From an optimization exercise on the open Yosys and OpenROAD flow, aimed at small area, a short achievable clock period and few clock cycles per item; shortcuts taken in it are not production practice. Only simulation tests tie the RTL to the original design; equivalence was not proved. Power figures rest on the tool's default switching activity, not on a simulated workload.

File: design/flow/design.v
package skf_pkg;
    localparam int VALUE_W   = 32;
    localparam int COV_FRAC  = 30;
    localparam int COV_W     = COV_FRAC + 2;
    localparam int REG_W     = COV_W;
    localparam int CFG_IDX_W = 2;
    localparam int HI_W      = COV_FRAC;           
    localparam int STEPS     = COV_FRAC / 2;       
    localparam int CNT_W     = $clog2(STEPS);
    localparam logic [CNT_W-1:0] CNT_LAST = CNT_W'(STEPS - 1);
    localparam logic [CFG_IDX_W-1:0] REG_PROCESS_NOISE     = CFG_IDX_W'(0);
    localparam logic [CFG_IDX_W-1:0] REG_MEASUREMENT_NOISE = CFG_IDX_W'(1);
    localparam logic [REG_W-1:0] Q_RESET = REG_W'(1073742);
    localparam logic [REG_W-1:0] R_RESET = REG_W'(10737418);
endpackage
import skf_pkg::*;
module skf_div (
    input  logic [COV_W-1:0]   i_rem,
    input  logic [COV_W-1:0]   i_den,
    input  logic               i_f0,       
    input  logic               i_f1,       
    input  logic [COV_W-1:0]   i_pred,
    input  logic [COV_W-1:0]   i_cl,
    input  logic [HI_W-1:0]    i_ch,
    output logic [1:0]         o_q,
    output logic [COV_W-1:0]   o_rem,
    output logic [COV_W-1:0]   o_cl,
    output logic [HI_W-1:0]    o_ch
);
    localparam int TW = COV_W + 4;
    logic [TW-1:0]      r4, d1, d2, t1, t2, t3;
    logic [TW-1:0]      r4b, dn1, dn2, ds, dc;
    logic [TW-1:0]      l4b, pn1, pn2, ps, pc;
    logic               n1, n2, n3;
    logic [1:0]         q;
    logic [HI_W-1:0]    ch_dec;
    logic [TW-1:0]      l4, p1, p2, c1, c2, c3;
    logic [TW-1:0]      ct;
    always_comb begin
        r4 = TW'({i_rem, 2'b00});
        d1 = TW'(i_den);
        d2 = TW'({i_den, 1'b0});
        t1 = r4 - d1;
        t2 = r4 - d2;
        r4b = TW'({i_rem, 2'b10});
        dn1 = ~d1;
        dn2 = ~d2;
        ds  = r4b ^ dn1 ^ dn2;
        dc  = ((r4b & dn1) | (r4b & dn2) | (dn1 & dn2)) << 1;
        t3  = ds + dc;
        n1 = t1[TW-1];
        n2 = t2[TW-1];
        n3 = t3[TW-1];
        if (i_f0)      q = 2'd0;
        else if (i_f1) q = 2'd3;
        else           q = {!n2, !n3 || (!n1 && n2)};
        case ({n3, n2, n1})
            3'b000:  o_rem = t3[COV_W-1:0];
            3'b100:  o_rem = t2[COV_W-1:0];
            3'b110:  o_rem = t1[COV_W-1:0];
            default: o_rem = r4[COV_W-1:0];
        endcase
        ch_dec = i_ch - HI_W'(1);
        l4     = TW'({i_cl, 2'b00});
        p1     = TW'(i_pred);
        p2     = TW'({i_pred, 1'b0});
        c1     = l4 - p1;
        c2     = l4 - p2;
        l4b    = TW'({i_cl, 2'b10});
        pn1    = ~p1;
        pn2    = ~p2;
        ps     = l4b ^ pn1 ^ pn2;
        pc     = ((l4b & pn1) | (l4b & pn2) | (pn1 & pn2)) << 1;
        c3     = ps + pc;
        case (q)
            2'd0:    ct = l4;
            2'd1:    ct = c1;
            2'd2:    ct = c2;
            default: ct = c3;
        endcase
        o_q  = q;
        o_cl = ct[COV_W-1:0];
        o_ch = {ct[TW-1] ? ch_dec[HI_W-3:0] : i_ch[HI_W-3:0], ct[COV_W+1:COV_W]};
    end
endmodule
import skf_pkg::*;
module scalar_kalman_filter_unit (
    input  logic                                 i_clk,
    input  logic                                 i_rst_n,
    input  logic                                 i_in_valid,
    output logic                                 o_in_stall,
    input  logic signed [skf_pkg::VALUE_W-1:0]   i_sample,
    output logic                                 o_out_valid,
    input  logic                                 i_out_stall,
    output logic signed [skf_pkg::VALUE_W-1:0]   o_estimate,
    input  logic                                 i_cfg_we,
    input  logic [skf_pkg::CFG_IDX_W-1:0]        i_cfg_index,
    input  logic [skf_pkg::REG_W-1:0]            i_cfg_data
);
    logic               r_rst_n;
    logic [REG_W-1:0]   r_q, r_r;
    logic               r_q_def, r_r_def;    
    logic [COV_W-1:0]   r_pred, r_den, r_rem, r_cl;
    logic [HI_W-1:0]    r_ch;
    logic [COV_W-1:0]   r_cov;               
    logic [VALUE_W-1:0] r_s;                 
    logic [VALUE_W-1:0] r_est;               
    logic [VALUE_W-1:0] r_el;
    logic [HI_W-1:0]    r_eh;
    logic [CNT_W-1:0]   r_cnt;
    logic [1:0]         r_qd;
    logic               r_busy, r_ebusy, r_elast;
    logic               r_pend, r_out_valid;
    logic               r_o_valid, r_o_stall;   
    logic               we_q, we_r;
    logic               start, fin, last;
    logic               n_busy, n_pend, n_out_valid;
    logic [REG_W-1:0]   q_val, r_val;
    logic [COV_W-1:0]   cov;
    logic [COV_W:0]     pq_sum;
    logic [COV_W+1:0]   pqr_sum, pqr_a, pqr_b, pqr_c;
    logic [COV_W-1:0]   pred, den;
    logic [VALUE_W-1:0] est_u;
    logic               c29;
    logic [2:0]         fin_k;
    logic [HI_W-1:0]    eh_inc;
    logic [VALUE_W-1:0] est_next;
    logic [VALUE_W-1:0] x1, x0;
    logic [VALUE_W+2:0] et, ea, eb, ec;
    logic               f0, f1;
    logic [1:0]         q;
    logic [COV_W-1:0]   n_rem, n_cl;
    logic [HI_W-1:0]    n_ch;
    assign we_q  = i_cfg_we && i_cfg_index == REG_PROCESS_NOISE;
    assign we_r  = i_cfg_we && i_cfg_index == REG_MEASUREMENT_NOISE;
    assign start = i_in_valid && !o_in_stall;
    assign fin   = r_pend && !r_out_valid;
    assign last  = r_cnt == CNT_LAST;
    assign est_u = {~r_est[VALUE_W-1], r_est[VALUE_W-2:0]};
    assign q_val = r_q_def ? Q_RESET : r_q;
    assign r_val = r_r_def ? R_RESET : r_r;
    always_comb begin
        cov     = r_cov;
        pq_sum  = {1'b0, cov} + {1'b0, q_val};
        pqr_a   = {2'b0, cov};
        pqr_b   = {2'b0, q_val};
        pqr_c   = {2'b0, r_val};
        pqr_sum = (pqr_a ^ pqr_b ^ pqr_c)
                + (((pqr_a & pqr_b) | (pqr_a & pqr_c) | (pqr_b & pqr_c)) << 1);
        pred    = pq_sum[COV_W] ? '1 : pq_sum[COV_W-1:0];
        den     = (pqr_sum[COV_W+1:COV_W] != 2'b0) ? '1 : pqr_sum[COV_W-1:0];
    end
    assign f0 = r_den == '0;
    assign f1 = r_pred == r_den;
    skf_div u_div (
        .i_rem   (r_rem),
        .i_den   (r_den),
        .i_f0    (f0),
        .i_f1    (f1),
        .i_pred  (r_pred),
        .i_cl    (r_cl),
        .i_ch    (r_ch),
        .o_q     (q),
        .o_rem   (n_rem),
        .o_cl    (n_cl),
        .o_ch    (n_ch)
    );
    always_comb begin
        x1     = r_qd[1] ? r_s : est_u;
        x0     = r_qd[0] ? r_s : est_u;
        ea     = {1'b0, r_el, 2'b00};
        eb     = {2'b0, x1, 1'b0};
        ec     = {3'b0, x0};
        et     = (ea ^ eb ^ ec) + (((ea & eb) | (ea & ec) | (eb & ec)) << 1);
        eh_inc = r_eh + HI_W'(1);
    end
    always_comb begin
        c29      = ({1'b0, r_el[COV_FRAC-1:0]} + {1'b0, est_u[COV_FRAC-1:0]}) >> COV_FRAC;
        fin_k    = {1'b0, r_el[VALUE_W-1:COV_FRAC]} + {1'b0, est_u[VALUE_W-1:COV_FRAC]} + {2'b0, c29};
        est_next = {fin_k[2] ? eh_inc : r_eh, fin_k[1:0]};
    end
    always_comb begin
        n_busy      = start || (r_busy && !last);
        n_pend      = (r_ebusy && r_elast) || (r_pend && !fin);
        n_out_valid = fin || (r_out_valid && i_out_stall);
    end
    always_ff @(posedge i_clk) begin
        r_rst_n <= i_rst_n;
        if (we_q) r_q <= i_cfg_data;
        if (we_r) r_r <= i_cfg_data;
        if (we_q) r_q_def <= 1'b0;
        else if (!r_rst_n) r_q_def <= 1'b1;
        if (we_r) r_r_def <= 1'b0;
        else if (!r_rst_n) r_r_def <= 1'b1;
        if (!r_rst_n) begin
            r_cov       <= COV_W'(1) << COV_FRAC;
            r_est       <= '0;
            r_busy      <= 1'b0;
            r_ebusy     <= 1'b0;
            r_pend      <= 1'b0;
            r_out_valid <= 1'b0;
        end else begin
            if (r_busy && last) r_cov <= {n_ch, n_cl[COV_W-1:COV_W-2]};
            if (fin) r_est <= {~est_next[VALUE_W-1], est_next[VALUE_W-2:0]};
            r_busy      <= n_busy;
            r_ebusy     <= r_busy;
            r_pend      <= n_pend;
            r_out_valid <= n_out_valid;
        end
        r_o_valid <= i_rst_n && r_rst_n && n_out_valid;
        r_o_stall <= !i_rst_n || (r_rst_n && (n_busy || n_pend || n_out_valid));
        r_elast <= last;
        r_qd    <= q;
        if (!r_busy) begin
            r_cl   <= pred;
            r_ch   <= '0;
            r_pred <= pred;
            r_den  <= den;
            r_rem  <= pred;
            r_s    <= {~i_sample[VALUE_W-1], i_sample[VALUE_W-2:0]};
            r_cnt  <= '0;
        end else begin
            r_cl   <= n_cl;
            r_ch   <= n_ch;
            r_rem  <= n_rem;
            r_cnt  <= r_cnt + CNT_W'(1);
        end
        if (r_ebusy) begin
            r_el <= et[VALUE_W-1:0];
            r_eh <= {et[VALUE_W+2] ? eh_inc[HI_W-3:0] : r_eh[HI_W-3:0], et[VALUE_W+1:VALUE_W]};
        end else if (!r_pend || !r_out_valid) begin
            r_el <= '0;
            r_eh <= '0;
        end
    end
    assign o_in_stall  = r_o_stall;
    assign o_out_valid = r_o_valid;
    assign o_estimate  = r_est;
endmodule
File: design/flow/flow/run.sh
#!/bin/bash
# Standard layout, with timing repair aiming for 6 ns of setup slack.
set -euo pipefail
bash standard.sh SETUP_SLACK_MARGIN=6 finish > flow_make.log 2>&1
File: design/flow/standard.sh
#!/bin/bash
# synth_recipe.tcl (not shown) runs the flow's synth.tcl, then flattens the netlist and writes it again
# the make line also repeats each setting of config.mk as NAME=value (left out here)
make -C /OpenROAD-flow-scripts/flow DESIGN_CONFIG=/design/flow/config.mk WORK_HOME=/design/flow/orfs CLKGATE_MAP_FILE= SYNTH_SCRIPT=/design/flow/synth_recipe.tcl "${@:-finish}"
File: design/flow/config.mk
export PLATFORM = sky130hd
export DESIGN_NAME = scalar_kalman_filter_unit
export DESIGN_NICKNAME = scalar_kalman_filter_unit
export VERILOG_FILES = /design/flow/design.v
export SDC_FILE = /design/flow/constraint.sdc
export NUM_CORES = 4
export LEC_CHECK = 0
export CAP_MARGIN = 20
export CORE_MARGIN = 2
export CORE_UTILIZATION = 40
export SLEW_MARGIN = 20
File: design/flow/constraint.sdc
create_clock -name core_clock -period 12.0 [get_ports {i_clk}]
set_input_delay 2.4000 -clock core_clock [delete_from_list [all_inputs] [get_ports {i_clk}]]
set_output_delay 2.4000 -clock core_clock [all_outputs]
set_load 0.01 [all_outputs]
==> impl_results.md, run 1 <==
- Status: finished clean
- Congestion Overflow GR: 0
- Starting Density: about 40%
- Syn Area/Cell: 9.084 sq um
- Post-cts resize count: 0
- # Post-CTS Setup Buffers: 0
- Max-slew violations: 0
- Worst hold path class: flop to flop
- Final hold violation count: 0
- Fin crit period: 5.536 ns
- Tcrit/Tclk final: 46.13%
- Min-Delay Path Depth: 1
- Synth unique cells: between 90 and 100
- Routed WL: 109500 um
- Final clock skew: approximately 0.019 ns
- Final setup vio count: 0
- Drt pass-1 iters: 6
- CTS tree: yes
- Total GRT Usage: 24.16%
- Initial antenna violation count: 4
- DRT iter0 DRCs: ~2500
- Reg2Reg Depth: 19
- Leakage power: 0.01635 uW
- Core footprint: 86350 sq um
- Dpl cells: 4993
- Ant. Diodes: 0
- Layout Area Growth over Synthesis: 11.37%
- DPL Wire Length: 84560 um
- # IOs: roughly 110
- Asr flop ratio synth: 0%
- Maximum clock rate: around 180 MHz
- Final Core Density: ~45%
- Slew headroom: 24.69%
- Critical Path End Type: flop
- First-pass GRT wire length: 169200 um
- Post-DRT Antenna Nets: 0
- Routed wire per std cell: ~22 um
- Yosys reg bits: between 300 and 400
- Most frequent cells in the layout: 324 x ha_1, 316 x a21oi_1, 265 x nand2_1, 241 x o21ai_0, 227 x inv_1
- Clock transition at path regs: 0.06 ns
- Worst Path Max Fanout: 33
- Largest net degree at the start of global routing: 75
- Seq/Total Area, Yosys: 29.11%
- Filler cells: 8376
- Port-buffer cells: 104
- Fin cells: slightly above 5000
- Die area: 89200 sq um
- Unrepaired setup endpoints after global routing: no
- Peak VDD IR: 0.1261 mV
- Ys Warns: 2
- Post-Route Setup TNS: 0 ns
- EDFF count, synth: between 200 and 250
- Worst Tran Pin Value: 1.124 ns
- Total CTS buffers: 49
- Post-route cell area: 38680 sq um
- Syn Nets: 4347
- Layout cell share with drive strength beyond 1: under 10%
- Die Width: 298.7 um
- Max-cap check violation count: 0
- Num rows: around 110
- Post-place instance area: 37050 sq um
- Via count: 29610
- Mapped Area: between 30000 and 40000 sq um
- Prevailing post-synth register cell: edfxtp_1
- H-tree depth: 2
- CP Class: flop to flop
- Nets@finish: 4414
- Critical path data required time: 12.35 ns
- Clk root buf: clkbuf_16
- Vias in the first global route: 28682
- Crit start category: flop
- Clock latency (worst-skew pair): 0.61 ns
- Worst EP arrival: 5.88 ns
- Maximum clock path buffer count: 3
- Die H: 298.7 um
- Mapped Cells: between 3000 and 4000
- Vias per cell: roughly 5.8
- RD Place Congestion: 0.9491
- Clock sinks: 394
- Worst hold margin: 0.4773 ns
- DRC Markers: 0
- Hold_buf cts: 0
- Pwr/cell area: 222.7 nW/um^2
- Most common cell after layout, fill and taps aside: ha_1
-- sequential cells by signal, summed over array words and instances, names as in the netlist, 30 cells and up --
| signal | cells |
|---|---|
| r_cl | 32 |
| r_cov | 32 |
| r_den | 32 |
| r_el | 32 |
| r_est | 32 |
| r_pred | 32 |
| r_q | 32 |
| r_r | 32 |
| r_rem | 32 |
| r_s | 32 |
| r_eh | 30 |
-- cell type report --
type / instances / area [sq um] / area share (%)
Timing Repair Buffer: 138 / 1313 / 3.393
Multi-Input combinational cell: 3078 / 23350 / 60.37
Tap cell: 1155 / 1445 / 3.736
Clock buffer: 69 / 1373 / 3.549
Inverter: 229 / 864.6 / 2.235
Clock inverter: 22 / 221.5 / 0.5726
Sequential cell: 394 / 10110 / 26.14
-- metrics by stage --
| step | setup slack [ns] | total power [uW] |
|---|---|---|
| 2_1_floorplan | 6.674 | 5671 |
| 3_3_place_gp | 6.481 | 7001 |
| 3_5_place_dp | 6.332 | 7003 |
| 4_1_cts | 6.331 | 8548 |
| 5_1_grt | 6.012 | 9254 |
| 6_report | 6.464 | 8615 |
-- power breakdown --
group,internal (uW),leakage (uW),switching (uW),total [uW]
Combinational,2150,0.0118,3190,5330
Sequential,1590,0.00375,184,1780
Clock,882,0.000778,621,1500
-- cell families (layout without fill, tap and decap cells) --
family / count (synthesis) / in the layout / share of synthesized area (%)
XOR/XNOR: 282 / 282 / 7.112
AND/OR/NAND/NOR: 1047 / 1047 / 15.44
buffers and inverters: 351 / 458 / 3.830
AO/OA/AOI/OAI: 1214 / 1214 / 22.80
flip-flops: 394 / 394 / 29.11
adder cells (fa/ha/maj): 453 / 453 / 19.11
multiplexers: 82 / 82 / 2.598
-- critical path: stages, from the launching register on --
cell and delay, ns:
dfxtp_1 0.31, buf_4 0.38, mux2_2 0.40, fa_1 0.48
ha_1 0.18, inv_1 0.06, fa_1 0.37, nor2b_1 0.15
o21ai_0 0.11, a21boi_0 0.33, o221a_2 0.30, o2111ai_1 0.19
a21oi_4 0.30, a211oi_1 0.21, nor4_2 0.31, buf_4 0.25
o21ai_1 0.21, buf_4 0.28, o31a_1 0.25, o21a_1 0.18
-- final timing paths --
check,startpoint,end,slack (ns)
setup reg to reg,r_qd[0],r_eh[16],6.46
hold reg to reg,r_cnt[0],r_cnt[0],0.48
hold / removal,r_cnt[0],r_cnt[0],0.48
setup / recovery,r_qd[0],r_eh[16],6.46
-- per-layer routing --
layer  part of all wire [%]  routed length (um)  track usage [%]
met3                    6.0                6586            3.613
met1                     46               50310            33.90
met2                     45               48880            38.15
met4                    3.3                3662            7.825
met5                  0.031                  34                0
-- synthesized netlist by cell type (22+ instances only) --
cell type,n,area share [%]
ha_1,324,12
a21oi_1,316,4.6
nand2_1,265,2.9
o21ai_0,243,3.5
inv_1,227,2.5
edfxtp_1,222,19
nor2_1,216,2.3
xnor2_1,198,5.0
dfxtp_1,172,9.9
a21o_1,143,3.1
fa_1,129,7.4
clkbuf_1,113,1.2
xor2_1,84,2.1
nor2b_1,80,1.4
nand3_1,71,1.0
or3_1,65,1.2
mux2_2,62,2.0
a31oi_1,58,1.0
nor3_1,54,0.78
and2_1,51,0.92
o21a_1,51,1.1
and3_1,50,0.90
a211oi_1,49,1.1
nand2b_1,49,0.88
o21bai_1,43,0.93
o211ai_1,41,0.89
nand4_1,36,0.65
or2_2,25,0.45
a21boi_0,24,0.52
a221oi_1,22,0.55
Testbench counts, summed over its fixed seeds: cycles 32,928, items 2,048.
==> run 2, diff against run 1 <==
--- a/design/flow/config.mk
+++ b/design/flow/config.mk
@@ -7,5 +7,6 @@
 export LEC_CHECK = 0
 export CAP_MARGIN = 20
 export CORE_MARGIN = 2
-export CORE_UTILIZATION = 40
+export CORE_UTILIZATION = 60
+export PLACE_DENSITY = 0.75
 export SLEW_MARGIN = 20
==> impl_results.md, run 2 <==
- Status: finished clean
- Prevailing post-synth register cell: edfxtp_1
- CP Class: flop to flop
- Total CTS buffers: 44 (-10%)
- Seq/Total Area, Yosys: 29.11% (unchanged)
- Final Core Density: 66.10% (+21 points)
- DPL Wire Length: 79940 um (-5.5%)
- Synth top area share: 19.20% (unchanged)
- Simple-gate area share of the yosys netlist: 15.44% (unchanged)
- Via count: 30073 (+1.6%)
- Critical Path End Type: flop
- Congestion Overflow GR: 0 (unchanged)
- Critical path data required time: 12.27 ns (-0.08 ns)
- Die area: 59820 sq um (-33%)
- P_int: 4479 uW (-3.1%)
- Clk root buf: clkbuf_16
- Max-cap check violation count: 0 (unchanged)
- Post-DRT Antenna Nets: 0 (unchanged)
- Post-Route Setup TNS: 0 ns (unchanged)
- Largest net degree at the start of global routing: 72 (-4.0%)
- Most frequent cells in the layout: 324 x ha_1, 316 x a21oi_1, 265 x nand2_1, 241 x o21ai_0, 227 x inv_1
- # IOs: 105 (unchanged)
- RD Place Congestion: 0.9885 (+4.2%)
- Routed wire per std cell: 22.26 um (+3.4%)
- Adder-cell share of the synthesized area: 19.11% (unchanged)
- Clock latency (worst-skew pair): 0.61 ns (about the same)
- Final setup vio count: 0 (unchanged)
- Worst EP arrival: 5.86 ns (-0.02 ns)
- Maximum clock path buffer count: 3 (unchanged)
- Mapped Cells: 3823 (unchanged)
- Initial antenna violation count: 5 (+1)
- Final hold violation count: 0 (unchanged)
- Layout cell share with drive strength beyond 1: 6.201% (-0.14 points)
- Synth area leader: edfxtp_1
- Yosys reg bits: 394 (unchanged)
- Max-slew violations: 0 (unchanged)
- Switch Pwr: 3953 uW (-0.98%)
- Synth top cells by count: 324 x ha_1, 316 x a21oi_1, 265 x nand2_1
- Tcrit/Tclk final: 46.57% (+0.43 points)
- Port-buffer cells: 104 (unchanged)
- Most common cell after layout, fill and taps aside: ha_1
- Main combinational cell family by area after synthesis: compound AO/OA/AOI/OAI gates
- Worst Tran Pin Value: 1.134 ns (+0.009267 ns)
- Syn Nets: 4347 (unchanged)
- EDFF count, synth: 222 (unchanged)
- # Post-CTS Setup Buffers: 0 (unchanged)
- Vias in the first global route: 28797 (+0.40%)
- Routed WL: 104300 um (-4.8%)
- Num rows: 88 (-19%)
- Unrepaired setup endpoints after global routing: no
- Synth unique cells: 95 (unchanged)
- Hold_buf cts: 0 (unchanged)
- H-tree depth: 2 (unchanged)
- Final clock skew: 0.02608 ns (+0.007093 ns)
- Fin crit period: 5.588 ns (+0.05185 ns)
- Synth Area in XOR/XNOR: 7.112% (unchanged)
- Starting Density: 60.43% (+20 points)
- Reg power frac: 21.1% (+0.5 points)
- Clock sinks: 394 (unchanged)
- Ant. Diodes: 0 (unchanged)
- Layout Area Growth over Synthesis: 9.389%
- Worst Path Max Fanout: 31 (-6.1%)
- Total GRT Usage: 34.44% (+10 points)
- Core footprint: 57480 sq um (-33%)
- Worst hold path class: flop to flop
- Nets@finish: 4408 (-0.14%)
- Die Width: 244.6 um (-18%)
- Clk pwr share: 16.0% (-1.5 points)
- Leakage power: 0.01626 uW (-0.54%)
- Worst hold margin: 0.4677 ns (-0.009650 ns)
- DRT iter0 DRCs: 2836 (+12%)
- Mux share of post-synthesis cell area: 2.598% (unchanged)
- DRC Markers: 0 (unchanged)
- Slew headroom: 24.14% (-0.55 points)
- Setup ws final: 6.412 ns (-0.05185 ns)
- Pwr/cell area: 222.0 nW/um^2 (-0.34%)
- Asr flop ratio synth: 0% (unchanged)
- Comb power frac: 62.9% (+1.0 points)
- Ys Warns: 2 (unchanged)
- Synth area leaders: edfxtp_1 19%, ha_1 12%, dfxtp_1 9.9%, fa_1 7.4%, xnor2_1 5.0%
- Pre-CTS setup slack: 6.321 ns (-0.01079 ns)
- Maximum clock rate: 179.0 MHz (-0.93%)
- Compound-Gate Fraction of Synth Area: 22.80% (unchanged)
- Syn Area/Cell: 9.084 sq um (unchanged)
- Peak VDD IR: 0.1991 mV (+58%)
- First-pass GRT wire length: 162100 um (-4.2%)
- Most common cell in the netlist: ha_1
- Mapped Area: 34730 sq um (unchanged)
- Post-route cell area: 37990 sq um (-1.8%)
- Post-place instance area: 36540 sq um (-1.4%)
- Vias per cell: 6.420 (+10%)
- Clock transition at path regs: 0.06 ns (about the same)
- Post-cts resize count: 0 (unchanged)
- Die H: 244.6 um (-18%)
- Drt pass-1 iters: 8 (+2)
- Switching part of the total: 46.88% (+0.54 points)
- CTS tree: yes
- Crit start category: flop
## run 2: cell counts after synthesis
Identical to the previous run, type by type.
## run 2: final cells by class
class,count,area [sq um]
multi-input cells,3078,23330
fillers,4822,19480
flip-flops and latches,394,10110
repair buffers,137,1301
clock buffers,55,1192
well taps,765,957.2
inverters,229,864.6
clock inverters,26,231.5
## run 2: worst paths after layout
check	slack, ns	endpoint	cells after the start	from
max	6.41	r_den[11]	16	r_q_def
min	0.47	r_cnt[0]	1	r_cnt[0]
max reg2reg	6.41	r_den[11]	16	r_q_def
min reg2reg	0.47	r_cnt[0]	1	r_cnt[0]
## run 2: power groups by stage
stage                     Clock (uW)  Sequential (uW)  Combinational, uW
after floorplan                    0             1730               3950
after global placement             0             1800               5100
after detailed placement           0             1800               5140
after CTS                       1360             1770               5190
after global routing            1410             1790               5790
final                           1350             1780               5300
## run 2: per-stage QoR
step | cells | power, uW
2_1_floorplan | 3823 | 5671
3_3_place_gp | 4602 | 6899
3_5_place_dp | 4602 | 6943
4_1_cts | 4683 | 8320
5_1_grt | 4684 | 8992
6_report | 4684 | 8432
## run 2: critical path, stage by stage (launching register included)
cell      delay [ns]
dfxtp_1         0.45
buf_4           0.31
clkinv_1        0.35
nand2_1         0.22
fa_1            0.43
inv_1           0.07
ha_1            0.26
a21o_1          0.19
a21o_1          0.17
a21o_1          0.20
a221oi_1        0.34
a21oi_1         0.15
o21ai_0         0.37
a311oi_1        0.26
nor4b_1         0.34
a21o_1          0.86
o21ai_0         0.26
## run 2: logic make-up (layout without fill, tap and decap cells)
| logic type | Yosys count | in the layout |
|---|---|---|
| buf+inv | 351 | 447 |
| compound gates | 1214 | 1214 |
| flops | 394 | 394 |
| xor+xnor | 282 | 282 |
| simple gates | 1047 | 1047 |
| fa+ha+maj | 453 | 453 |
| mux | 82 | 82 |
## run 2: per-layer routing
| metal | up-vias | GRT usage [%] | share of wire (%) |
|---|---|---|---|
| li1 | 14214 | - | - |
| met1 | 14254 | 46.96 | 42 |
| met2 | 1335 | 53.62 | 45 |
| met3 | 266 | 5.751 | 8.3 |
| met4 | 4 | 15.80 | 4.9 |
| met5 | - | 0 | 0.027 |
==> run 3, diff against run 2 <==
==> design/flow/flow/run.sh (replaced) <==
#!/bin/bash
# Standard layout, with timing repair aiming for 8 ns of setup slack.
set -euo pipefail
bash standard.sh SETUP_SLACK_MARGIN=8 finish > flow_make.log 2>&1
--- a/design/flow/config.mk
+++ b/design/flow/config.mk
@@ -7,6 +7,5 @@
 export LEC_CHECK = 0
 export CAP_MARGIN = 20
 export CORE_MARGIN = 2
-export CORE_UTILIZATION = 60
-export PLACE_DENSITY = 0.75
+export CORE_UTILIZATION = 40
 export SLEW_MARGIN = 20
==> impl_results.md, run 3 <==
- Layout cell share with drive strength beyond 1: 23.63% (+17 points)
- Via count: 31632 (+5.2%)
- Largest net degree at the start of global routing: 73 (+1.4%)
- Synth area leader: edfxtp_1
- Min-Delay Path Depth: 1 (unchanged)
- Synth top area share: 19.20% (unchanged)
- Status: finished clean
- Post-DRT Antenna Nets: 0 (unchanged)
- Die area: 89200 sq um (+49%)
- Starting Density: 40.22% (-20 points)
- Syn Nets: 4347 (unchanged)
- Worst Path Max Fanout: 7 (-77%)
- Clock sinks: 394 (unchanged)
- P_int: 5756 uW (+29%)
- Prevailing post-synth register cell: edfxtp_1
- DRT iter0 DRCs: 2599 (-8.4%)
- Pwr/cell area: 238.1 nW/um^2 (+7.3%)
- Most common cell after layout, fill and taps aside: ha_1
- Max-slew violations: 0 (unchanged)
- Routed WL: 121100 um (+16%)
- Leakage power: 0.01838 uW (+13%)
- DPL Wire Length: 84660 um (+5.9%)
- Vias in the first global route: 30573 (+6.2%)
- Switching part of the total: 45.39% (-1.5 points)
- Asr flop ratio synth: 0% (unchanged)
- Clk root buf: clkbuf_16
- Clock transition at path regs: 0.06 ns (about the same)
- Most frequent cells in the layout: 270 x ha_1, 259 x a21oi_1, 228 x nand2_1, 222 x edfxtp_1, 196 x xnor2_1
- Total GRT Usage: 25.74% (-8.7 points)
- Max-cap check violation count: 0 (unchanged)
- Peak VDD IR: 0.2129 mV (+7.0%)
- Unrepaired setup endpoints after global routing: yes
- Mapped Cells: 3823 (unchanged)
- Fin cells: 5340 (+14%)
- Initial antenna violation count: 1 (-4)
- Fin crit period: 4.367 ns (-1.221 ns)
- Vias per cell: 5.924 (-7.7%)
- Total CTS buffers: 47 (+6.8%)
- Core footprint: 86350 sq um (+50%)
- Critical Path End Type: flop
- Slew headroom: 26.50% (+2.4 points)
- Maximum clock path buffer count: 3 (unchanged)
- H-tree depth: 2 (unchanged)
- Congestion Overflow GR: 0 (unchanged)
- Ant. Diodes: 0 (unchanged)
- Die Width: 298.7 um (+22%)
- DRC Markers: 0 (unchanged)
- Maximum clock rate: 229.0 MHz (+28%)
- Synth unique cells: 95 (unchanged)
- Comb power frac: 68.0% (+5.1 points)
- Clk pwr share: 15.0% (-1.0 points)
- Worst hold path class: flop to flop
- # IOs: 105 (unchanged)
- Pre-CTS setup slack: 6.340 ns (+0.01898 ns)
- EDFF count, synth: 222 (unchanged)
- Reg power frac: 17.0% (-4.1 points)
- Synth area leaders: edfxtp_1 19%, ha_1 12%, dfxtp_1 9.9%, fa_1 7.4%, xnor2_1 5.0%
- Reg2Reg Depth: 17 (+1)
- Tcrit/Tclk final: 36.39% (-10 points)
- Critical path data required time: 12.50 ns (+0.23 ns)
- Port-buffer cells: 104 (unchanged)
- Crit start category: flop
- Dpl cells: 4994 (+8.5%)
- Nets@finish: 4670 (+5.9%)
- Die H: 298.7 um (+22%)
- CTS tree: yes
- Final clock skew: 0.03594 ns (+0.009859 ns)
- Layout Area Growth over Synthesis: 27.49%
- Syn Area/Cell: 9.084 sq um (unchanged)
- Worst Tran Pin Value: 1.103 ns (-0.03118 ns)
- Num rows: 108 (+23%)
- Ys Warns: 2 (unchanged)
- RD Place Congestion: 0.9527 (-3.6%)
- Final hold violation count: 0 (unchanged)
- Mapped Area: 34730 sq um (unchanged)
- Worst EP arrival: 4.87 ns (-0.99 ns)
- First-pass GRT wire length: 180400 um (+11%)
- Most common cell in the netlist: ha_1
- Final setup vio count: 0 (unchanged)
- Routed wire per std cell: 22.68 um (+1.9%)
- Switch Pwr: 4785 uW (+21%)
- Yosys reg bits: 394 (unchanged)
- Setup ws final: 7.633 ns (+1.221 ns)
- Clock latency (worst-skew pair): 0.62 ns (about the same)
- CP Class: flop to flop
- Post-Route Setup TNS: 0 ns (unchanged)
- Seq/Total Area, Yosys: 29.11% (unchanged)
- Synth top cells by count: 324 x ha_1, 316 x a21oi_1, 265 x nand2_1
- Drt pass-1 iters: 5 (-3)
## run 3: cell counts after synthesis
Identical to the previous run, type by type.
## run 3: final timing paths
kind / startpoint / endpoint / slack [ns]
setup reg to reg: r_pred[3] / r_cov[5] / 7.63
hold reg to reg: r_cnt[0] / r_cnt[0] / 0.46
hold / removal: r_cnt[0] / r_cnt[0] / 0.46
setup / recovery: r_pred[3] / r_cov[5] / 7.63
## run 3: repair_timing
item	in CTS	in global routing
resized for setup	409	352
gates cloned	19	12
buffers inserted	135	91
hold buffers	0	0
endpoints found under the setup margin	294	239
pin swaps	110	227
## run 3: logic make-up (layout without fill, tap and decap cells)
group | count (synthesis) | count (layout) | synth area share (%)
AOI/OAI and AO/OA | 1214 | 1217 | 22.80
and+or+nand+nor | 1047 | 1050 | 15.44
adders and majority gates | 453 | 453 | 19.11
DFF | 394 | 394 | 29.11
buffers and inverters | 351 | 707 | 3.830
xor gates and xnor gates | 282 | 282 | 7.112
muxes | 82 | 82 | 2.598
## run 3: area by class of cell
class	count	area, sq um
clock buffers	61	1384
fillers	7832	42070
flip-flops and latches	394	10180
repair buffers	390	4090
well taps	1155	1445
multi-input cells	3084	25980
inverters	229	888.4
clock inverters	27	309.0
## run 3: power by group through the flow
stage / clock network, uW / registers, uW / logic, uW
after floorplan: 0 / 1730 / 3980
after global placement: 0 / 1800 / 5220
after detailed placement: 0 / 1800 / 5220
after CTS: 1600 / 1780 / 6170
after global routing: 1650 / 1800 / 7710
final: 1580 / 1790 / 7170
## run 3: routing by layer
metal | vias to the layer above | wire length, um | global-route usage (%)
met5 | - | 0 | 0
met4 | 0 | 5153 | 10.46
met3 | 269 | 8960 | 3.897
met2 | 1217 | 54210 | 40.56
met1 | 15389 | 52810 | 35.35
li1 | 14757 | - | -
## run 3: through the flow
stage	instance area [sq um]	utilization (%)	total power, uW	hold WS, ns
3_5_place_dp	37120	42.99	7020	0.4528
2_1_floorplan	34900	-	5708	0.4297
5_1_grt	44280	51.28	11170	0.5078
3_3_place_gp	37120	42.99	7019	0.4480
6_report	44280	51.28	10540	0.4612
4_1_cts	41830	48.45	9553	0.4703
## run 3: worst max-delay path, stage by stage, from the launching register on
cell and delay [ns]:
edfxtp_1 0.45, inv_2 0.14, fa_1 0.47, ha_4 0.24
a2111o_1 0.37, a31o_1 0.22, nand2_2 0.13, a31oi_4 0.11
o211a_4 0.28, or3_1 0.37, a31o_1 0.24, a21oi_2 0.18
mux2i_4 0.17, buf_12 0.20, buf_12 0.13, buf_16 0.14
mux2i_2 0.15, a31o_2 0.24
==> run 4, diff against run 3 <==
==> design/flow/flow/run.sh (replaced) <==
#!/bin/bash
# Standard layout, with timing repair aiming for 7 ns of setup slack.
set -euo pipefail
bash standard.sh SETUP_SLACK_MARGIN=7 finish > flow_make.log 2>&1
--- a/design/flow/config.mk
+++ b/design/flow/config.mk
@@ -8,4 +8,5 @@
 export CAP_MARGIN = 20
 export CORE_MARGIN = 2
 export CORE_UTILIZATION = 40
+export CTS_BUF_LIST = sky130_fd_sc_hd__clkbuf_8
 export SLEW_MARGIN = 20
==> impl_results.md, run 4 <==
- Simple-gate area share of the yosys netlist: 15.44% (unchanged)
- Critical path data required time: 12.42 ns (-0.08 ns)
- Clock transition at path regs: 0.07 ns (about the same)
- FF+latch area: 10120 sq um (-0.60%)
- Worst Tran Pin Value: 1.035 ns (-0.06774 ns)
- Synth unique cells: 95 (unchanged)
- Reg-to-Reg End: r_eh[1]
- Max-slew violations: 0 (unchanged)
- Pre-CTS setup slack: 6.309 ns (-0.03101 ns)
- Clock latency (worst-skew pair): 0.70 ns (+0.08 ns)
- Layout Area Growth over Synthesis: 12.21%
- Main combinational cell family by area after synthesis: compound AO/OA/AOI/OAI gates
- Final hold violation count: 0 (unchanged)
- Mux share of post-synthesis cell area: 2.598% (unchanged)
- Most frequent cells in the layout: 324 x ha_1, 314 x a21oi_1, 264 x nand2_1, 242 x inv_1, 238 x o21ai_0
- Post-DRT Antenna Nets: 0 (unchanged)
- Nets@finish: 4456 (-4.6%)
- Hold_buf cts: 0 (unchanged)
- Pwr/cell area: 220.8 nW/um^2 (-7.2%)
- Mapped Cells: 3823 (unchanged)
- Syn Nets: 4347 (unchanged)
- Synth top cells by count: 324 x ha_1, 316 x a21oi_1, 265 x nand2_1
- Peak VDD IR: 0.1412 mV (-34%)
- Hold Crit Endpoint: r_cnt[0]
- Largest net degree at the start of global routing: 71 (-2.7%)
- R2R setup slack: 7.17 ns (-0.46 ns)
- Fin cells: 5150 (-3.6%)
- DPL Wire Length: 84250 um (-0.49%)
- Dpl cells: 4994 (unchanged)
- Via count: 29861 (-5.6%)
- Worst hold path class: flop to flop
- Routed wire per std cell: 21.51 um (-5.2%)
- Asr flop ratio synth: 0% (unchanged)
- RD Place Congestion: 0.9664 (+1.4%)
- Layout cell share with drive strength beyond 1: 8.212% (-15 points)
- Crit start category: flop
- Worst EP arrival: 5.25 ns (+0.38 ns)
- Seq/Total Area, Yosys: 29.11% (unchanged)
- Congestion Overflow GR: 0 (unchanged)
- Maximum clock path buffer count: 3 (unchanged)
- Adder-cell share of the synthesized area: 19.11% (unchanged)
- Final setup vio count: 0 (unchanged)
- CP Class: flop to flop
- Die H: 298.7 um (unchanged)
- Starting Density: 40.22% (unchanged)
- Max-cap check violation count: 0 (unchanged)
- Unrepaired setup endpoints after global routing: yes
- Area of the multi-input gates: 23510 sq um (-9.5%)
- CTS tree: yes
- Ys Warns: 2 (unchanged)
- Clk root buf: clkbuf_8
- Prevailing post-synth register cell: edfxtp_1
- Slew headroom: 29.23% (+2.7 points)
- Total GRT Usage: 24.13% (-1.6 points)
- Leakage power: 0.01655 uW (-10%)
- DRC Markers: 0 (unchanged)
- Synth area leader: edfxtp_1
- Port-buffer cells: 104 (unchanged)
- Post-Route Setup TNS: 0 ns (unchanged)
- Hold Crit Start: r_cnt[0]
- Vias in the first global route: 28616 (-6.4%)
- Die area: 89200 sq um (unchanged)
- Min-Delay Path Depth: 1 (unchanged)
- Mapped Area: 34730 sq um (unchanged)
- Num rows: 108 (unchanged)
- Initial antenna violation count: 3 (+2)
- H-tree depth: 3 (+1)
- Compound-Gate Fraction of Synth Area: 22.80% (unchanged)
- Synth Area in XOR/XNOR: 7.112% (unchanged)
- Most common cell in the netlist: ha_1
- Worst Path Max Fanout: 8 (+1)
- Drt pass-1 iters: 5 (unchanged)
- Synth area leaders: edfxtp_1 19%, ha_1 12%, dfxtp_1 9.9%, fa_1 7.4%, xnor2_1 5.0%
- # IOs: 105 (unchanged)
- Filler cells: 8359 (+6.7%)
- Routed WL: 110800 um (-8.6%)
- Critical Path End Type: flop
- Yosys reg bits: 394 (unchanged)
- Clock sinks: 394 (unchanged)
- Synth top area share: 19.20% (unchanged)
- Die Width: 298.7 um (unchanged)
- Status: finished clean
- Syn Area/Cell: 9.084 sq um (unchanged)
- DRT iter0 DRCs: 2535 (-2.5%)
- Fin crit period: 4.826 ns (+0.4598 ns)
- Reg2Reg Depth: 15 (-2)
- Total CTS buffers: 75 (+60%)
- Most common cell after layout, fill and taps aside: ha_1
- Setup ws final: 7.174 ns (-0.4598 ns)
- Maximum clock rate: 207.2 MHz (-9.5%)
- First-pass GRT wire length: 168300 um (-6.8%)
- Final clock skew: 0.04075 ns (+0.004809 ns)
- Core footprint: 86350 sq um (unchanged)
- EDFF count, synth: 222 (unchanged)
- Vias per cell: 5.798 (-2.1%)
- Worst r2r src: r_qd[1]
- Tcrit/Tclk final: 40.22% (+3.8 points)
-- run 4: timing repair --
action | CTS | global route
pin swaps | 3 | 6
gates cloned | 1 | 4
resized for setup | 21 | 32
buffers inserted | 3 | 8
endpoints found under the setup margin | 100 | 135
-- run 4: final cells by class --
class	instances	share of cell area, %
multi-input combinational	3080	60.32
sequential	394	25.96
timing repair buffer	152	3.824
tap	1155	3.708
clock buffer	87	3.073
inverter	229	2.228
clock inverter	52	0.8797
antenna	1	0.006421
-- run 4: power by group --
| part | switching [uW] | internal (uW) | leakage (uW) |
|---|---|---|---|
| logic | 3220 | 2220 | 0.0119 |
| registers | 188 | 1590 | 0.00375 |
| clock network | 636 | 752 | 0.000866 |
-- run 4: logic make-up after synthesis --
kind of cell,count (synthesis)
multiplexers,82
adder cells (fa/ha/maj),453
XOR/XNOR,282
AND/OR/NAND/NOR,1047
flip-flops,394
AO/OA/AOI/OAI,1214
buffers and inverters,351
-- run 4: worst max path at each step --
stage                    from       end  slack, ns  cells past startpoint
floorplan             r_qd[0]   r_eh[4]       7.08                     19
global placement      r_qd[1]  r_eh[16]       6.49                     19
detailed placement  r_den[12]  r_cl[21]       6.31                     16
CTS                 r_pred[8]  r_ch[24]       7.01                     15
global route        r_den[23]  r_ch[11]       6.98                     17
finish                r_qd[1]   r_eh[1]       7.17                     15
-- run 4: routing by layer --
| metal | share of wire (%) | up-vias | global-route usage (%) |
|---|---|---|---|
| met1 | 46 | 14389 | 33.44 |
| met4 | 3.8 | 4 | 9.596 |
| met5 | 0.020 | - | 0 |
| met3 | 6.4 | 195 | 3.780 |
| met2 | 44 | 923 | 37.63 |
| li1 | - | 14350 | - |
-- run 4: worst max-delay path: stages (launching register included) --
cell and delay, ns:
dfxtp_4 0.41, buf_12 0.14, mux2_2 0.34, fa_1 0.48, ha_1 0.32, a211oi_1 0.28
o21ai_0 0.23, a21oi_1 0.34, o211ai_1 0.23, a21o_1 0.22, a21o_1 0.23, a211oi_2 0.25
o311ai_0 0.26, o21ba_2 0.29, or3_1 0.29, and3_1 0.21
-- run 4: per-stage QoR --
step,utilization [%],total power (uW),instance area (sq um),hold slack [ns]
final,45.13,8606,38970,0.4721
after global routing,45.13,9248,38970,0.5103
after CTS,44.85,8467,38730,0.4741
after detailed placement,42.92,6996,37060,0.4602
after global placement,42.92,7001,37060,0.4467
after floorplan,-,5671,34730,0.4297
==> run 5, diff against run 4 <==
--- a/design/flow/config.mk
+++ b/design/flow/config.mk
@@ -8,5 +8,4 @@
 export CAP_MARGIN = 20
 export CORE_MARGIN = 2
 export CORE_UTILIZATION = 40
-export CTS_BUF_LIST = sky130_fd_sc_hd__clkbuf_8
 export SLEW_MARGIN = 20
==> impl_results.md, run 5 <==
- CP Cell Sequence: inv_2 -> fa_1 -> ha_1 -> a2111o_1 -> a31o_1 -> nand2_2 -> a31oi_1 -> o211a_2 -> or3_1 -> a31o_1 -> a21oi_2 -> mux2i_4 -> buf_8 -> or4_1 -> a21oi_1
- Final setup vio count: 0 (unchanged)
- Seq/Total Area, Yosys: 29.11% (unchanged)
- Unrepaired setup endpoints after global routing: no
- Final clock skew: 0.02495 ns (-0.01580 ns)
- M1 wire length: 50890 um (about the same)
- P_int: 4700 uW (+2.9%)
- Leakage power: 0.01651 uW (-0.27%)
- Crit start category: flop
- Max-slew violations: 0 (unchanged)
- CP Depth: 15 (unchanged)
- Min-Delay Path Depth: 1 (unchanged)
- Final hold violation count: 0 (unchanged)
- Die H: 298.7 um (unchanged)
- DPL Wire Length: 84250 um (unchanged)
- Nets@finish: 4434 (-0.49%)
- Setup ws final: 7.178 ns (+0.004180 ns)
- Worst Path Max Fanout: 54 (+46)
- Peak VDD IR: 0.1446 mV (+2.4%)
- Routed WL: 110600 um (-0.16%)
- Core footprint: 86350 sq um (unchanged)
- CP max stage delay: 0.56 ns (+0.08 ns)
- Asr flop ratio synth: 0% (unchanged)
- Yosys reg bits: 394 (unchanged)
- Synth top area share: 19.20% (unchanged)
- Clock sinks: 394 (unchanged)
- Prevailing post-synth register cell: edfxtp_1
- Post-Route Setup TNS: 0 ns (unchanged)
- Most used cell, CP: a31o_1
- Tcrit/Tclk final: 40.18% (about the same)
- Buf/Inv on CP: 2 (+1)
- Top routing layer used: met5
- Met3 wire length: 6915 um (-2.3%)
- Mapped Area: 34730 sq um (unchanged)
- Reg power frac: 20.4% (-0.3 points)
- Num rows: 108 (unchanged)
- Synth area leaders: edfxtp_1 19%, ha_1 12%, dfxtp_1 9.9%, fa_1 7.4%, xnor2_1 5.0%
- Pwr/cell area: 223.4 nW/um^2 (+1.1%)
- Slew headroom: 27.87% (-1.4 points)
- Routed met2 length: 48770 um (+0.28%)
- CP delay by family, top: compound AO/OA/AOI/OAI gates
- Die Width: 298.7 um (unchanged)
- RD Place Congestion: 0.9664 (unchanged)
- Status: finished clean
- DRT iter0 DRCs: 2514 (-0.83%)
- CTS tree: yes
- Worst EP arrival: 5.35 ns (+0.10 ns)
- Clock latency (worst-skew pair): 0.61 ns (-0.09 ns)
- Clk pwr share: 17.1% (+1.0 points)
- Synth area leader: edfxtp_1
- First-pass GRT wire length: 168000 um (-0.17%)
- Most common cell in the netlist: ha_1
- Layout Area Growth over Synthesis: 12.59%
- Ys Warns: 2 (unchanged)
- H-tree depth: 2 (-1)
- Largest net degree at the start of global routing: 71 (unchanged)
- Comb power frac: 62.5% (-0.7 points)
- Most frequent cells in the layout: 324 x ha_1, 314 x a21oi_1, 264 x nand2_1, 238 x o21ai_0, 222 x edfxtp_1
- Reg2Reg Depth: 15 (unchanged)
- Critical Path End Type: flop
- Die area: 89200 sq um (unchanged)
- Mapped Cells: 3823 (unchanged)
- Drt pass-1 iters: 6 (+1)
- Maximum clock rate: 207.4 MHz (about the same)
- Routed wire per std cell: 21.66 um (+0.72%)
- Layout cell share with drive strength beyond 1: 7.595% (-0.62 points)
- Switch Pwr: 4034 uW (-0.16%)
- Filler cells: 8327 (-0.38%)
- EDFF count, synth: 222 (unchanged)
- Starting Density: 40.22% (unchanged)
- Total CTS buffers: 48 (-36%)
- Congestion Overflow GR: 0 (unchanged)
- Synth unique cells: 95 (unchanged)
- Most common cell after layout, fill and taps aside: ha_1
- Critical path data required time: 12.53 ns (+0.11 ns)
- Maximum clock path buffer count: 3 (unchanged)
- Worst hold path class: flop to flop
- Initial antenna violation count: 3 (unchanged)
- CP Class: flop to flop
- Syn Area/Cell: 9.084 sq um (unchanged)
- Ant. Diodes: 0 (-1)
- Via count: 29708 (-0.51%)
- Switching part of the total: 46.19% (-0.76 points)
- Slowest CP cell: or4_1
- Pre-CTS setup slack: 6.309 ns (unchanged)
- # IOs: 105 (unchanged)
- Total GRT Usage: 23.99% (-0.14 points)
- Vias in the first global route: 28386 (-0.80%)
- Fin crit period: 4.822 ns (-0.004180 ns)
- Worst Tran Pin Value: 1.055 ns (+0.01984 ns)
- Clk root buf: clkbuf_16
- Port-buffer cells: 104 (unchanged)
- Max-cap check violation count: 0 (unchanged)
- Syn Nets: 4347 (unchanged)
- DRC Markers: 0 (unchanged)
- Clock transition at path regs: 0.06 ns (about the same)
- Post-DRT Antenna Nets: 0 (unchanged)
- Synth top cells by count: 324 x ha_1, 316 x a21oi_1, 265 x nand2_1
- Vias per cell: 5.819 (+0.36%)
-- run 5: worst register-to-register path: stages (launching register included) --
cell and delay (ns):
edfxtp_1 0.48, inv_2 0.17, fa_1 0.43, ha_1 0.38
a2111o_1 0.44, a31o_1 0.25, nand2_2 0.14, a31oi_1 0.17
o211a_2 0.37, or3_1 0.40, a31o_1 0.26, a21oi_2 0.19
mux2i_4 0.09, buf_8 0.20, or4_1 0.61, a21oi_1 0.18
-- run 5: final cells by class --
| type | count | area, sq um | area share (%) |
|---|---|---|---|
| multi-input cells | 3080 | 23520 | 60.14 |
| flip-flops and latches | 394 | 10120 | 25.88 |
| repair buffers | 157 | 1554 | 3.974 |
| well taps | 1155 | 1445 | 3.696 |
| clock buffers | 65 | 1369 | 3.501 |
| inverters | 229 | 868.3 | 2.221 |
| clock inverters | 25 | 229.0 | 0.5856 |
-- run 5: metrics by stage --
stage          power, uW  cell area [sq um]  utilization, %  cells  hold slack [ns]
2_1_floorplan       5671              34730               -   3823           0.4297
3_3_place_gp        7001              37060           42.92   4994           0.4467
3_5_place_dp        6996              37060           42.92   4994           0.4602
4_1_cts             8573              38780           44.91   5088           0.4765
5_1_grt             9374              39100           45.28   5105           0.5118
6_report            8734              39100           45.28   5105           0.4725
-- run 5: power groups by stage --
stage	Sequential [uW]	Combinational, uW	Clock (uW)
final	1790	5460	1490
after detailed placement	1800	5200	0
after global routing	1800	6000	1570
after global placement	1800	5200	0
after floorplan	1730	3950	0
after CTS	1780	5280	1520
-- run 5: metal layers --
layer	vias up	global-route usage (%)
met5	-	0
met4	4	8.076
met3	196	3.708
met2	891	37.94
met1	14318	33.41
li1	14299	-
-- run 5: final timing paths --
path                   from       end  slack [ns]
setup / recovery  r_pred[4]  r_ch[11]        7.18
hold / removal     r_cnt[0]  r_cnt[0]        0.47
setup reg to reg  r_pred[4]  r_ch[11]        7.18
hold reg to reg    r_cnt[0]  r_cnt[0]        0.47
-- run 5: kinds of logic after synthesis --
group / synth area share (%)
mux: 2.598
flops: 29.11
xor+xnor: 7.112
buf+inv: 3.830
simple gates: 15.44
compound gates: 22.80
fa+ha+maj: 19.11
-- run 5: repair_timing --
item	CTS	global route
cloned	1	5
pin swaps	3	7
setup buffers	3	12
gates resized for setup	19	38
setup endpoints to repair	99	150
hold buffers	0	0
==> run 6, diff against run 5 <==
==> design/flow/flow/run.sh (replaced) <==
#!/bin/bash
# Standard layout, with timing repair aiming for 7.5 ns of setup slack.
set -euo pipefail
bash standard.sh SETUP_SLACK_MARGIN=7.5 finish > flow_make.log 2>&1
==> impl_results.md, run 6 <==
- Asr flop ratio synth: 0% (unchanged)
- Max-slew violations: 0 (unchanged)
- Drt pass-1 iters: 6 (unchanged)
- Status: finished clean
- Clk root buf: clkbuf_16
- Worst hold margin: 0.4657 ns (-0.006881 ns)
- Simple-gate area share of the yosys netlist: 15.44% (unchanged)
- Fin cells: 5182 (+1.5%)
- Syn Nets: 4347 (unchanged)
- Via count: 30461 (+2.5%)
- Ant. Diodes: 0 (unchanged)
- Max-cap check violation count: 0 (unchanged)
- Core footprint: 86350 sq um (unchanged)
- Mux share of post-synthesis cell area: 2.598% (unchanged)
- First-pass GRT wire length: 170700 um (+1.6%)
- Die area: 89200 sq um (unchanged)
- Post-DRT Antenna Nets: 0 (unchanged)
- Dpl cells: 4994 (unchanged)
- Mapped Area: 34730 sq um (unchanged)
- Critical Path End Type: flop
- EDFF count, synth: 222 (unchanged)
- Maximum clock rate: 219.8 MHz (+6.0%)
- Clock sinks: 394 (unchanged)
- Starting Density: 40.22% (unchanged)
- DRC Markers: 0 (unchanged)
- Synth top area share: 19.20% (unchanged)
- Unrepaired setup endpoints after global routing: yes
- Tcrit/Tclk final: 37.91% (-2.3 points)
- Clock transition at path regs: 0.06 ns (about the same)
- Final hold violation count: 0 (unchanged)
- DPL Wire Length: 83870 um (-0.44%)
- Mapped Cells: 3823 (unchanged)
- Num rows: 108 (unchanged)
- Synth area leaders: edfxtp_1 19%, ha_1 12%, dfxtp_1 9.9%, fa_1 7.4%, xnor2_1 5.0%
- Synth top cells by count: 324 x ha_1, 316 x a21oi_1, 265 x nand2_1
- Routed wire per std cell: 21.97 um (+1.4%)
- Final setup vio count: 0 (unchanged)
- Crit start category: flop
- Vias per cell: 5.878 (+1.0%)
- Most common cell after layout, fill and taps aside: ha_1
- Leakage power: 0.01703 uW (+3.2%)
- Layout Area Growth over Synthesis: 16.44%
- Die Width: 298.7 um (unchanged)
- Grt peak-use layer: met2
- Pwr/cell area: 228.7 nW/um^2 (+2.4%)
- Hold_buf cts: 0 (unchanged)
- Worst EP arrival: 4.89 ns (-0.46 ns)
- Largest net degree at the start of global routing: 71 (unchanged)
- Layout cell share with drive strength beyond 1: 12.66% (+5.1 points)
- Nets@finish: 4513 (+1.8%)
- Fin crit period: 4.549 ns (-0.2727 ns)
- CTS tree: yes
- Main combinational cell family by area after synthesis: compound AO/OA/AOI/OAI gates
- Worst hold path class: flop to flop
- H-tree depth: 2 (unchanged)
- Ys Warns: 2 (unchanged)
- Clock latency (worst-skew pair): 0.61 ns (about the same)
- Synth area leader: edfxtp_1
- Most frequent cells in the layout: 310 x ha_1, 306 x a21oi_1, 257 x nand2_1, 224 x o21ai_0, 222 x edfxtp_1
- Routed WL: 113900 um (+3.0%)
- Syn Area/Cell: 9.084 sq um (unchanged)
- DRT iter0 DRCs: 2838 (+13%)
- Total CTS buffers: 47 (-2.1%)
- Total GRT Usage: 24.46% (+0.47 points)
- Most common cell in the netlist: ha_1
- # IOs: 105 (unchanged)
- Grt met3 use: 3.788% (+0.080 points)
- Slew headroom: 26.77% (-1.1 points)
- Peak VDD IR: 0.1882 mV (+30%)
- Critical path data required time: 12.34 ns (-0.19 ns)
- CP Class: flop to flop
- Worst Path Max Fanout: 8 (-85%)
- Maximum clock path buffer count: 3 (unchanged)
- Initial antenna violation count: 4 (+1)
- Worst Tran Pin Value: 1.098 ns (+0.04376 ns)
- Final clock skew: 0.03200 ns (+0.007050 ns)
- Synth Area in XOR/XNOR: 7.112% (unchanged)
- GR Util met1: 34.66% (+1.3 points)
- Adder-cell share of the synthesized area: 19.11% (unchanged)
- Congestion Overflow GR: 0 (unchanged)
- Prevailing post-synth register cell: edfxtp_1
- Port-buffer cells: 104 (unchanged)
- RD Place Congestion: 0.9494 (-1.8%)
- Compound-Gate Fraction of Synth Area: 22.80% (unchanged)
- Yosys reg bits: 394 (unchanged)
- Seq/Total Area, Yosys: 29.11% (unchanged)
- Die H: 298.7 um (unchanged)
- Post-Route Setup TNS: 0 ns (unchanged)
- Vias in the first global route: 28635 (+0.88%)
- Synth unique cells: 95 (unchanged)
- GRT met2 Usage: 38.35% (+0.41 points)
-- run 6: changes by cell type in the layout (fill, tap and decap cells not counted), moves of 8 or more --
cell / delta
buf_6: +9
nor2_1: -15
nor2_2: +9
o21ai_0: -14
a21oi_1: -8
ha_1: -14
inv_2: +26
inv_1: -30
buf_4: +66
-- run 6: path summary, 6_finish.rpt --
path / cells past startpoint / start / to / slack [ns]
setup / recovery: 20 / r_qd[0] / r_eh[17] / 7.45
setup reg to reg: 20 / r_qd[0] / r_eh[17] / 7.45
hold / removal: 1 / r_cnt[0] / r_cnt[0] / 0.47
hold reg to reg: 1 / r_cnt[0] / r_cnt[0] / 0.47
-- run 6: stage by stage --
step	power, uW	instance area [sq um]	setup slack [ns]	util [%]
final	9248	40440	7.451	46.83
after global routing	9870	40440	7.318	46.83
after CTS	8834	39580	7.412	45.84
after detailed placement	6977	37070	6.505	42.93
after global placement	6978	37070	6.712	42.93
after floorplan	5677	34760	7.562	-
-- run 6: final cells by class --
cell class	instances	area [sq um]
fillers	8364	45910
multi-input cells	3083	24100
flip-flops and latches	394	10120
repair buffers	234	2256
well taps	1155	1445
clock buffers	60	1295
inverters	229	883.3
clock inverters	27	329.1
-- run 6: critical path, stage by stage (launching register included) --
cell	delay, ns
dfxtp_4	0.35
buf_12	0.13
mux2_4	0.30
fa_1	0.51
ha_2	0.20
inv_2	0.04
fa_2	0.38
nor2b_4	0.14
o21ai_2	0.09
a21boi_2	0.17
o221a_2	0.27
o2111ai_4	0.16
a21oi_4	0.28
a211oi_4	0.11
nor4_2	0.25
buf_4	0.18
o21ai_4	0.07
buf_6	0.15
buf_12	0.13
o31a_1	0.23
o21a_1	0.16
-- run 6: timing repair --
item / 4_1_cts / 5_1_grt
resized for setup: 119 / 124
setup endpoints to repair: 190 / 205
gates cloned: 8 / 6
pin swaps: 17 / 41
endpoints found under the hold margin: 0 / 0
buffers inserted: 39 / 48
-- run 6: logic make-up after synthesis --
group	Yosys count
and+or+nand+nor	1047
xor gates and xnor gates	282
DFF	394
adders and majority gates	453
muxes	82
buffers and inverters	351
AOI/OAI and AO/OA	1214
-- run 6: power breakdown --
part,switching [uW],internal (uW)
Clock,641,900
Combinational,3400,2520
Sequential,194,1590
Total,4230,5010
-- run 6: per-layer routing --
layer,vias up,share of wire (%)
met1,14755,46
met2,1035,44
met4,6,3.1
li1,14470,-
met5,-,0.035
met3,195,6.7

[separate check: timing with driven ports]
The results above use ideal ports. As a check the final layouts listed here were re-extracted and re-timed, cells and wires unchanged.
Step 1: set_driving_cell puts a clkbuf_16 on i_clk and a buf_2 on each other input, an assumption about the parent block.
Step 2 moves the port delays by t, midway between the first and last clock arrival at a register: inputs arrive t later, outputs are due t later. That takes back most of the time a late clock gives input paths.
Three values: no drivers, after step 1, after step 2; two values: the first two.
| run | shift t [ns] | setup WS [ns] | latest minus earliest clock arrival (ns) |
|---|---|---|---|
| run 1 | 0.665 | 6.464 / 6.464 / 6.464 | 0.022 / 0.021 |
| run 2 | 0.662 | 6.412 / 6.412 / 6.412 | 0.028 / 0.028 |
| run 3 | 0.667 | 7.633 / 7.633 / 7.633 | 0.037 / 0.037 |
| run 4 | 0.749 | 7.174 / 7.174 / 7.174 | 0.044 / 0.044 |
| run 5 | 0.666 | 7.178 / 7.178 / 7.178 | 0.025 / 0.026 |
| run 6 | 0.663 | 7.451 / 7.451 / 7.451 | 0.032 / 0.032 |
After both steps every run listed still meets setup and hold.
